Source: an optimization exercise on an open RTL-to-GDS flow (aim: small area). Production flows keep margins and buffers that such runs may drop. In this exercise RTL edits were held to simulation tests only and were not proved equivalent to the original.

<file path="flow/config.mk">
export PLATFORM = sky130hd
export DESIGN_NAME = calc_top
export DESIGN_NICKNAME = calc_top
export VERILOG_FILES = /design/flow/design.v
export SDC_FILE = /design/flow/constraint.sdc
export NUM_CORES = 4
export LEC_CHECK = 0
export ABC_AREA = 1
export CAP_MARGIN = 20
export CORE_MARGIN = 2
export CORE_UTILIZATION = 60
export SLEW_MARGIN = 20
</file>
<file path="flow/constraint.sdc">
create_clock -name core_clock -period 45.0 [get_ports {clk}]
set_input_delay 9.0000 -clock core_clock [delete_from_list [all_inputs] [get_ports {clk}]]
set_output_delay 9.0000 -clock core_clock [all_outputs]
set_load 0.01 [all_outputs]
</file>
<file path="flow/design.v">
package calc_pkg;
  localparam int DATA_W  = 16;   
  localparam int DIGIT_W = 4;    
  localparam int KEY_W   = 5;    
  typedef logic [DATA_W-1:0] data_t;
  typedef enum logic [1:0] {
    OP_ADD = 2'd0,
    OP_SUB = 2'd1,
    OP_MUL = 2'd2,
    OP_DIV = 2'd3
  } op_t;
  localparam logic [DIGIT_W-1:0] KEY_NEG = 4'd4;   
  localparam logic [DIGIT_W-1:0] KEY_EQ  = 4'd5;   
  localparam logic [DIGIT_W-1:0] KEY_AC  = 4'd6;   
  typedef struct packed {
    logic               is_func;   
    logic [DIGIT_W-1:0] value;     
  } digit_key_t;
  typedef struct packed {
    logic               is_func;   
    logic [DIGIT_W-1:0] code;      
  } func_key_t;
  typedef union packed {
    digit_key_t digit;
    func_key_t  func;
  } key_code_t;
endpackage
`timescale 1ns/1ns
module calc_top (
  input  logic                       clk,
  input  logic                       rst_n,
  input  logic [calc_pkg::KEY_W-1:0] i_key,
  input  logic                       i_key_valid,
  output logic                       o_key_ready,
  input  logic                       i_signed_mode,
  output calc_pkg::data_t            o_disp_data,
  output logic                       o_disp_valid,
  input  logic                       i_disp_ready,
  output logic [3:0]                 o_op_lamps,
  output logic                       o_error
);
  localparam logic [3:0] U_IDLE = 4'd0;    
  localparam logic [3:0] U_SHOW = 4'd1;    
  localparam logic [3:0] U_CLRS = 4'd2;    
  localparam logic [3:0] U_SHL  = 4'd4;    
  localparam logic [3:0] U_CPY  = 4'd5;    
  localparam logic [3:0] U_NEG  = 4'd6;    
  localparam logic [3:0] U_DIV  = 4'd8;    
  localparam logic [3:0] U_ADD  = 4'd12;   
  localparam logic [3:0] U_SUB  = 4'd13;
  localparam logic [3:0] U_MUL  = 4'd14;
  localparam logic [3:0] U_DA   = 4'd15;   
  localparam logic [2:0] M_A   = 3'b000;   
  localparam logic [2:0] M_EQ  = 3'b001;   
  localparam logic [2:0] M_B0  = 3'b010;   
  localparam logic [2:0] M_B1  = 3'b011;   
  localparam logic [2:0] M_ERR = 3'b100;   
  localparam logic [2:0] M_B0M = 3'b110;   
  logic [3:0]  u;
  logic [3:0]  cnt;
  logic [2:0]  mode;
  logic        neg;     
  logic [1:0]  op;
  logic        negq;    
  logic        nega;    
  logic [15:0] x;
  logic [15:0] y;
  logic [16:0] z;
  logic        p_y, p_z, p_b, q_g, q_inv, q_16, a_cin;
  logic [16:0] p, q, s;
  assign p[15:0] = (p_y ? y : 16'd0) | (p_z ? {z[14:0], 1'b0} : 16'd0) |
                   {15'd0, p_b};
  assign p[16]   = p_z & z[15];
  assign q       = {q_16, ({16{q_g}} & x) ^ {16{q_inv}}};
  logic [17:0] c;
  assign c[0] = a_cin;
  for (genvar i = 0; i < 17; i++)
  begin : g_add
    assign s[i]   = p[i] ^ q[i] ^ c[i];
    assign c[i+1] = (p[i] & q[i]) | (p[i] & c[i]) | (q[i] & c[i]);
  end
  logic cnt0, cnt15, sgn, negb, sub;
  assign cnt0  = (cnt == 4'd0);
  assign cnt15 = (cnt == 4'd15);
  assign sgn   = i_signed_mode;
  assign negb  = sgn && x[15];
  assign sub   = cnt0 || !z[16];   
  always_comb
  begin
    p_y   = 1'b0;
    p_z   = 1'b0;
    p_b   = 1'b0;
    q_g   = 1'b0;
    q_inv = 1'b0;
    q_16  = 1'b0;
    a_cin = 1'b0;
    case (u)
      U_IDLE: begin q_g = 1'b1; q_inv = neg; a_cin = neg; end
      U_SHOW: q_g = 1'b1;
      U_SHL:  p_z = 1'b1;
      U_CPY:  p_y = 1'b1;
      U_NEG:  begin q_g = 1'b1; q_inv = 1'b1; a_cin = 1'b1; end
      U_ADD:  begin p_y = 1'b1; q_g = 1'b1; end
      U_SUB:  begin p_y = 1'b1; q_g = 1'b1; q_inv = 1'b1; a_cin = 1'b1; end
      U_DA:   begin p_y = 1'b1; q_inv = 1'b1; end
      U_MUL:  begin p_z = !cnt0; q_g = y[15]; end
      U_DIV:
      begin
        p_z   = !cnt0;
        p_b   = y[15];
        q_g   = 1'b1;
        q_16  = sub;
        q_inv = sub ^ negb;
        a_cin = sub ^ negb;
      end
      default: ;
    endcase
  end
  logic       kf;
  logic       is_func;
  logic [3:0] code;
  logic       m_err, m_eq, m_b0, m_b1;
  logic       k_dig, k_neg, k_op, k_eq, k_ac;
  assign kf      = (u == U_IDLE) && i_key_valid;
  assign is_func = i_key[4];
  assign code    = i_key[3:0];
  assign m_err   = mode[2];
  assign m_eq    = !mode[1] && mode[0];
  assign m_b0    = mode[1] && !mode[0];
  assign m_b1    = mode[1] && mode[0];
  assign k_ac    = kf && is_func && (code == calc_pkg::KEY_AC);
  assign k_dig   = kf && !m_err && !is_func;
  assign k_neg   = kf && !m_err && is_func && (code == calc_pkg::KEY_NEG) && sgn;
  assign k_op    = kf && !m_err && is_func && (code[3:2] == 2'b00);
  assign k_eq    = kf && !m_err && is_func && (code == calc_pkg::KEY_EQ);
  logic [3:0] calc_u;
  assign calc_u = {2'b11, op};
  assign o_key_ready  = (u == U_IDLE);
  assign o_disp_valid = (u == U_SHOW);
  assign o_disp_data  = x;
  assign o_error      = mode[2] && !mode[1];
  assign o_op_lamps   = mode[1] ? (4'b0001 << op) : 4'b0000;
  always_ff @(posedge clk or negedge rst_n)
  begin
    if (!rst_n)
    begin
      u    <= U_CLRS;
      cnt  <= 4'd0;
      mode <= M_A;
      neg  <= 1'b0;
    end
    else
    begin
      case (u)
        U_IDLE:
        begin
          if (k_ac)
          begin
            mode <= M_A;
            neg  <= 1'b0;
            u    <= U_CLRS;
          end
          else if (k_dig)
          begin
            if (m_eq)
              mode <= M_A;
            else if (m_b0)
              mode <= M_B1;
            u <= neg ? U_NEG : U_SHOW;
          end
          else if (k_neg)
          begin
            if (!m_eq)
              neg <= !neg;
            u <= m_b0 ? U_CLRS : U_NEG;   
          end
          else if (k_op)
          begin
            mode <= M_B0M;
            if (!m_b0)
              neg <= 1'b0;
            u <= m_b1 ? calc_u : U_SHOW;
          end
          else if (k_eq && mode[1])
          begin
            neg  <= 1'b0;
            mode <= M_EQ;
            u    <= calc_u;
          end
        end
        U_SHOW:
        begin
          if (i_disp_ready)
            u <= (mode == M_B0M) ? U_SHL : ((mode == M_B0) ? U_CPY : U_IDLE);
        end
        U_CLRS: u <= U_SHOW;
        U_SHL:
        begin
          cnt <= cnt + 4'd1;
          if (cnt15)
          begin
            if (nega)
              u <= U_DIV;
            else
            begin
              mode <= M_B0;
              u    <= U_IDLE;
            end
          end
        end
        U_CPY:  u <= (mode == M_B0) ? U_IDLE : U_NEG;
        U_NEG:  u <= U_SHOW;
        U_ADD:  u <= U_SHOW;
        U_SUB:  u <= U_SHOW;
        U_MUL:
        begin
          cnt <= cnt + 4'd1;
          if (cnt15)
            u <= U_SHOW;
        end
        U_DA:
        begin
          if (x == 16'd0)
          begin
            mode <= M_ERR;   
            u    <= U_IDLE;
          end
          else
            u <= (sgn && y[15]) ? U_SHL : U_DIV;
        end
        U_DIV:
        begin
          cnt <= cnt + 4'd1;
          if (cnt15)
            u <= U_CPY;
        end
        default: ;
      endcase
    end
  end
  always_ff @(posedge clk)
  begin
    if (k_op)
      op <= code[1:0];
    if (kf)
      negq <= 1'b1;
    if (u == U_SHOW)
      nega <= 1'b0;
    if (u == U_DA)
    begin
      negq <= negb ^ (sgn && y[15]);
      nega <= sgn && y[15];
    end
  end
  logic x_s, x_dig, x_keep;
  assign x_s    = (u == U_CLRS) || (u == U_ADD) || (u == U_SUB) || (u == U_CPY) ||
                  (u == U_NEG && negq) || (u == U_MUL && cnt15);
  assign x_dig  = k_dig;
  assign x_keep = k_dig && !m_eq && !m_b0;   
  always_ff @(posedge clk)
  begin
    z <= s;
    if (x_s || x_dig)
      x <= ({16{x_s}} & s[15:0]) | ({16{x_keep}} & {s[11:0], 4'd0}) |
           ({16{x_dig}} & {12'd0, code});
    if ((u == U_MUL) || (u == U_DIV) || (u == U_SHL))
      y <= {y[14:0], s[16] ^ (nega || (u == U_DIV))};
  end
endmodule
</file>
<file path="flow/flow/run.sh">
#!/bin/bash
# Standard layout, with the smallest buffer on every input and output port.
set -euo pipefail
export BUFFER_PORTS_ARGS="-buffer_cell sky130_fd_sc_hd__buf_1"
bash standard.sh > standard_flow.log 2>&1
</file>
<file path="flow/standard.sh">
#!/bin/bash
# synth_recipe.tcl (not shown) runs the flow's synth.tcl, then flattens the netlist and writes it again
# the make line also repeats each setting of config.mk as NAME=value (left out here)
make -C /OpenROAD-flow-scripts/flow DESIGN_CONFIG=/design/flow/config.mk WORK_HOME=/design/flow/orfs CLKGATE_MAP_FILE= SYNTH_SCRIPT=/design/flow/synth_recipe.tcl "${@:-finish}"
</file>
==> tab_implementation.tex <==
\begin{tabular}{lr}
\hline
Metric & Value \\
\hline
\multicolumn{2}{l}{\textbf{Critical path}} \\
\quad Maximum fanout along the worst path & 16 \\
\quad Worst r2r dst & y[0]\$\_DFFE\_PN\_ \\
\quad Worst EP required & roughly 45 ns \\
\quad Critical Setup Path Class & in2reg \\
\quad Path depth of the worst reg2reg path & 25 \\
\quad Critical Path Start & i\_signed\_mode \\
\quad Critical path arrival & 18.08 ns \\
\quad Startpoint type of the worst setup path & input port \\
\quad Setup slack on the worst flop-to-flop path & 34.76 ns \\
\quad Launching point of the worst reg2reg path & u[1]\$\_DFFE\_PN1P\_ \\
\quad Critical Path End & y[0]\$\_DFFE\_PN\_ \\
\quad Endpoint type of the worst setup path & flop \\
\multicolumn{2}{l}{\textbf{Run}} \\
\quad \# Max-Cap Violations & 0 \\
\multicolumn{2}{l}{\textbf{STA}} \\
\quad Number of setup violations in the final report & 0 \\
\quad Post-layout worst setup margin & roughly 27 ns \\
\quad Max-slew violation count & 0 \\
\quad Worst clock skew & $\sim$0.014 ns \\
\quad Hold violation count in the final report & 0 \\
\quad Final min period & 17.97 ns \\
\quad Sum of negative setup slack & 0 ns \\
\quad Worst slew margin & just under 50\% \\
\quad Actual transition at the worst max-transition pin & 0.754 ns \\
\quad Final hold slack & around 0.46 ns \\
\quad Share of the cycle needed by the critical path after routing & 39.9\% \\
\quad RSZ-0062 raised after global routing & false \\
\quad Achievable clock frequency & 55.6 MHz \\
\multicolumn{2}{l}{\textbf{Drt}} \\
\quad Count of routing violations after the opening detailed-route iteration & 205 \\
\quad Average routed wire per standard cell & about 16 um \\
\quad DR vias/cell & approximately 5.5 \\
\quad Vias & 2987 \\
\quad Top layer in use & met4 \\
\quad Post-route DRC & 0 \\
\quad Detailed-router iteration count before antenna repair & 4 \\
\quad Detailed-route wire length & 8870 um \\
\quad Count of antenna-violating nets left after detailed routing & 0 \\
\quad Total length of routed met3 wires & 448 um \\
\quad Met1 wire length & 3610 um \\
\quad Detail Route met2 WL & roughly 4600 um \\
\multicolumn{2}{l}{\textbf{Floorplan}} \\
\quad Placeable core region & 0.00596 mm2 \\
\quad Io pins & 33 \\
\quad Floorplan die width & roughly 83 um \\
\quad Number of rows in the core area & 28 \\
\quad Initial core utilization & 62.6\% \\
\quad Area of the die & 0.00686 mm2 \\
\quad Die span in y & 82.8 um \\
\multicolumn{2}{l}{\textbf{Clock network}} \\
\quad TritonCTS Sinks & 65 \\
\quad Largest buffer count on any clock path & 2 \\
\quad Skew-Pair Late Insertion Delay & 0.36 ns \\
\quad Post-CTS setup buffers & 0 \\
\quad Buffer cell driving the clock tree root & sky130\_fd\_sc\_hd\_\_clkbuf\_8 \\
\quad Num CTS Buffers & 9 \\
\quad CTS tree & done \\
\quad CTS-repair resized insts & 0 \\
\quad Clock H-tree levels & 3 \\
\quad Cts hold-fix bufs & 0 \\
\quad Clock-pin slew on the worst setup and hold paths & around 0.080 ns \\
\multicolumn{2}{l}{\textbf{Layout}} \\
\quad Post-route cell area & 0.00412 mm2 \\
\quad Most common library cell in the layout ignoring fill and taps & sky130\_fd\_sc\_hd\_\_nand2\_1 \\
\quad Number of diodes added for antenna fixing & 0 \\
\quad Signed area change from the synthesized netlist to the final layout & 10.5\% \\
\quad Post-route insts no fill & 544 \\
\quad Most frequent cells in the layout & 94 x sky130\_fd\_sc\_hd\_\_nand2\_1, 87 x sky130\_fd\_sc\_hd\_\_inv\_1, 37 x sky130\_fd\_sc\_hd\_\_nor2\_1 \\
\quad Layout cells sized above 1 & 7.46\% \\
\quad Net count of the finished layout & 492 \\
\quad Post-Route Utilization & 69.2\% \\
\multicolumn{2}{l}{\textbf{Global route}} \\
\quad Vias in the first global route & 3017 \\
\quad Largest net degree at the start of global routing & 24 \\
\quad GR Util All Layers & 27.2\% \\
\quad Antenna violations before repair & 0 \\
\quad Wire length of the first global-routing pass & approximately 15000 um \\
\quad Final global-route overflow total & 0 \\
\multicolumn{2}{l}{\textbf{Placement}} \\
\quad Sum of net half-perimeters after detailed placement & 6550 um \\
\quad Post-placement cell area & about 0.0039 mm2 \\
\quad Total of buffers placed on input and output ports & 32 \\
\quad Number of placed cells counting well taps & 528 \\
\quad RePlAce Congestion & 0.883 \\
\quad Post-Place Worst Slack & 26.64 ns \\
\multicolumn{2}{l}{\textbf{Logic synthesis}} \\
\quad Part of the Yosys area used for sequential elements & 46.2\% \\
\quad Ys Warns & 1 \\
\quad Number of nets produced by synthesis & 454 \\
\quad Cell Area, Synth & 0.00373 mm2 \\
\quad Distinct cell type count of the synthesized netlist & 33 \\
\quad Most area-consuming cells after synthesis & sky130\_fd\_sc\_hd\_\_edfxtp\_1 29\%, sky130\_fd\_sc\_hd\_\_nand2\_1 9.5\%, sky130\_fd\_sc\_hd\_\_dfxtp\_1 9.1\%, sky130\_fd\_sc\_hd\_\_inv\_1 8.8\%, sky130\_fd\_sc\_hd\_\_fa\_1 8.6\% \\
\quad Count of state elements after synthesis & 65 \\
\quad Top cell type by total area after synthesis & sky130\_fd\_sc\_hd\_\_edfxtp\_1 \\
\quad Top-area cell type share of the netlist area & 29.0\% \\
\quad Synth Instances & 426 \\
\quad Average instance area after synthesis & roughly 8.7 um2 \\
\multicolumn{2}{l}{\textbf{Min path}} \\
\quad Worst min path class & reg2reg \\
\multicolumn{2}{l}{\textbf{Run status}} \\
\quad Result of the run & finished clean \\
\hline
\end{tabular}
==> flip-flops by register name, summed over array words and instances, names as in the netlist <==
name and cells:
negq 1, y 16, op 2, u 4
z 17, x 16, cnt 4, mode 3
nega 1, neg 1
==> critical path, stage by stage <==
cell and delay (ns):
sky130_fd_sc_hd__buf_1 0.12, sky130_fd_sc_hd__nand2_1 0.07, sky130_fd_sc_hd__nand3_1 0.08, sky130_fd_sc_hd__nand3_1 0.15
sky130_fd_sc_hd__nand3_2 0.44, sky130_fd_sc_hd__xnor2_1 0.30, sky130_fd_sc_hd__fa_1 0.44, sky130_fd_sc_hd__fa_1 0.47
sky130_fd_sc_hd__fa_1 0.48, sky130_fd_sc_hd__fa_1 0.47, sky130_fd_sc_hd__fa_1 0.47, sky130_fd_sc_hd__fa_1 0.47
sky130_fd_sc_hd__fa_1 0.48, sky130_fd_sc_hd__fa_1 0.47, sky130_fd_sc_hd__fa_1 0.46, sky130_fd_sc_hd__fa_1 0.48
sky130_fd_sc_hd__fa_1 0.48, sky130_fd_sc_hd__fa_1 0.46, sky130_fd_sc_hd__fa_1 0.46, sky130_fd_sc_hd__fa_1 0.47
sky130_fd_sc_hd__fa_1 0.46, sky130_fd_sc_hd__fa_1 0.41, sky130_fd_sc_hd__xnor2_1 0.15, sky130_fd_sc_hd__xnor2_1 0.22
sky130_fd_sc_hd__xor2_1 0.09
==> cell type report <==
type | count | area, um2
Inverter | 88 | 330
Multi-Input combinational cell | 266 | 1630
Tap cell | 75 | 93.8
Sequential cell | 65 | 1720
Clock inverter | 7 | 82.6
Fill cell | 504 | 1840
Timing Repair Buffer | 34 | 135
Clock buffer | 9 | 124
==> cells by family (layout without fill, tap and decap cells) <==
group                    after synthesis  count (layout)  share of synthesized area, %
AO/OA/AOI/OAI                         60              60                          10.2
adder cells (fa/ha/maj)               18              18                          9.26
buffers and inverters                 95             138                          10.0
flip-flops                            65              65                          46.2
AND/OR/NAND/NOR                      166             166                          19.1
XOR/XNOR                              22              22                          5.17
==> cells in the mapped netlist, drive strengths merged <==
cell	number
a211oi	1
a21oi	7
a31oi	2
buf	7
dfrtp	11
dfstp	1
dfxtp	17
edfxtp	36
fa	16
ha	2
inv	88
nand2	94
nand3	21
nand4	4
nor2	41
nor3	6
o2111ai	1
o211ai	2
o21a	1
o21ai	13
o22ai	33
xnor2	18
xor2	4
==> routing by layer <==
| metal | GRT usage, % | vias to the layer above |
|---|---|---|
| met5 | 0 | - |
| met4 | 12.7 | 0 |
| met3 | 4.97 | 22 |
| met2 | 46.6 | 109 |
| met1 | 33.3 | 1403 |
| li1 | - | 1453 |
==> worst min path at each step <==
stage | from | end | slack [ns] | cells past startpoint
after floorplan | y[9]$_DFFE_PN_ | y[10]$_DFFE_PN_ | 0.43 | 0
after global placement | y[3]$_DFFE_PN_ | y[4]$_DFFE_PN_ | 0.43 | 0
final | y[2]$_DFFE_PN_ | y[3]$_DFFE_PN_ | 0.46 | 0
after global routing | y[3]$_DFFE_PN_ | y[4]$_DFFE_PN_ | 0.48 | 0
after detailed placement | y[2]$_DFFE_PN_ | y[3]$_DFFE_PN_ | 0.44 | 0
after CTS | y[2]$_DFFE_PN_ | y[3]$_DFFE_PN_ | 0.46 | 0

==> static timing again, ports no longer ideal <==
How much do the figures lean on ideal ports? The routed layout below was timed once more, with nothing changed but the port constraints. Step 1 sets driving cells, clkbuf_16 on the clock port and buf_2 on the other inputs (assumed; they add their load-dependent delay and slew). Step 2 moves the port delays by t, midway between the first and last clock arrival at a register: inputs arrive t later, outputs are due t later. That takes back most of the time a late clock gives input paths. a / b / c = ideal / step 1 / step 2; a / b = the first two.
t (ns): 0.383
setup slack, ns: 27.029 / 27.033 / 26.650
worst register clock-pin slew, ns: 0.09 / 0.09
worst slew at a driven data input, ns: 0.03
pins driven straight from the clock port: 1
After both steps setup and hold are still met in this run. For this run, drivers alone change the setup slack by +0.004 ns; drivers and shift together by -0.379 ns.
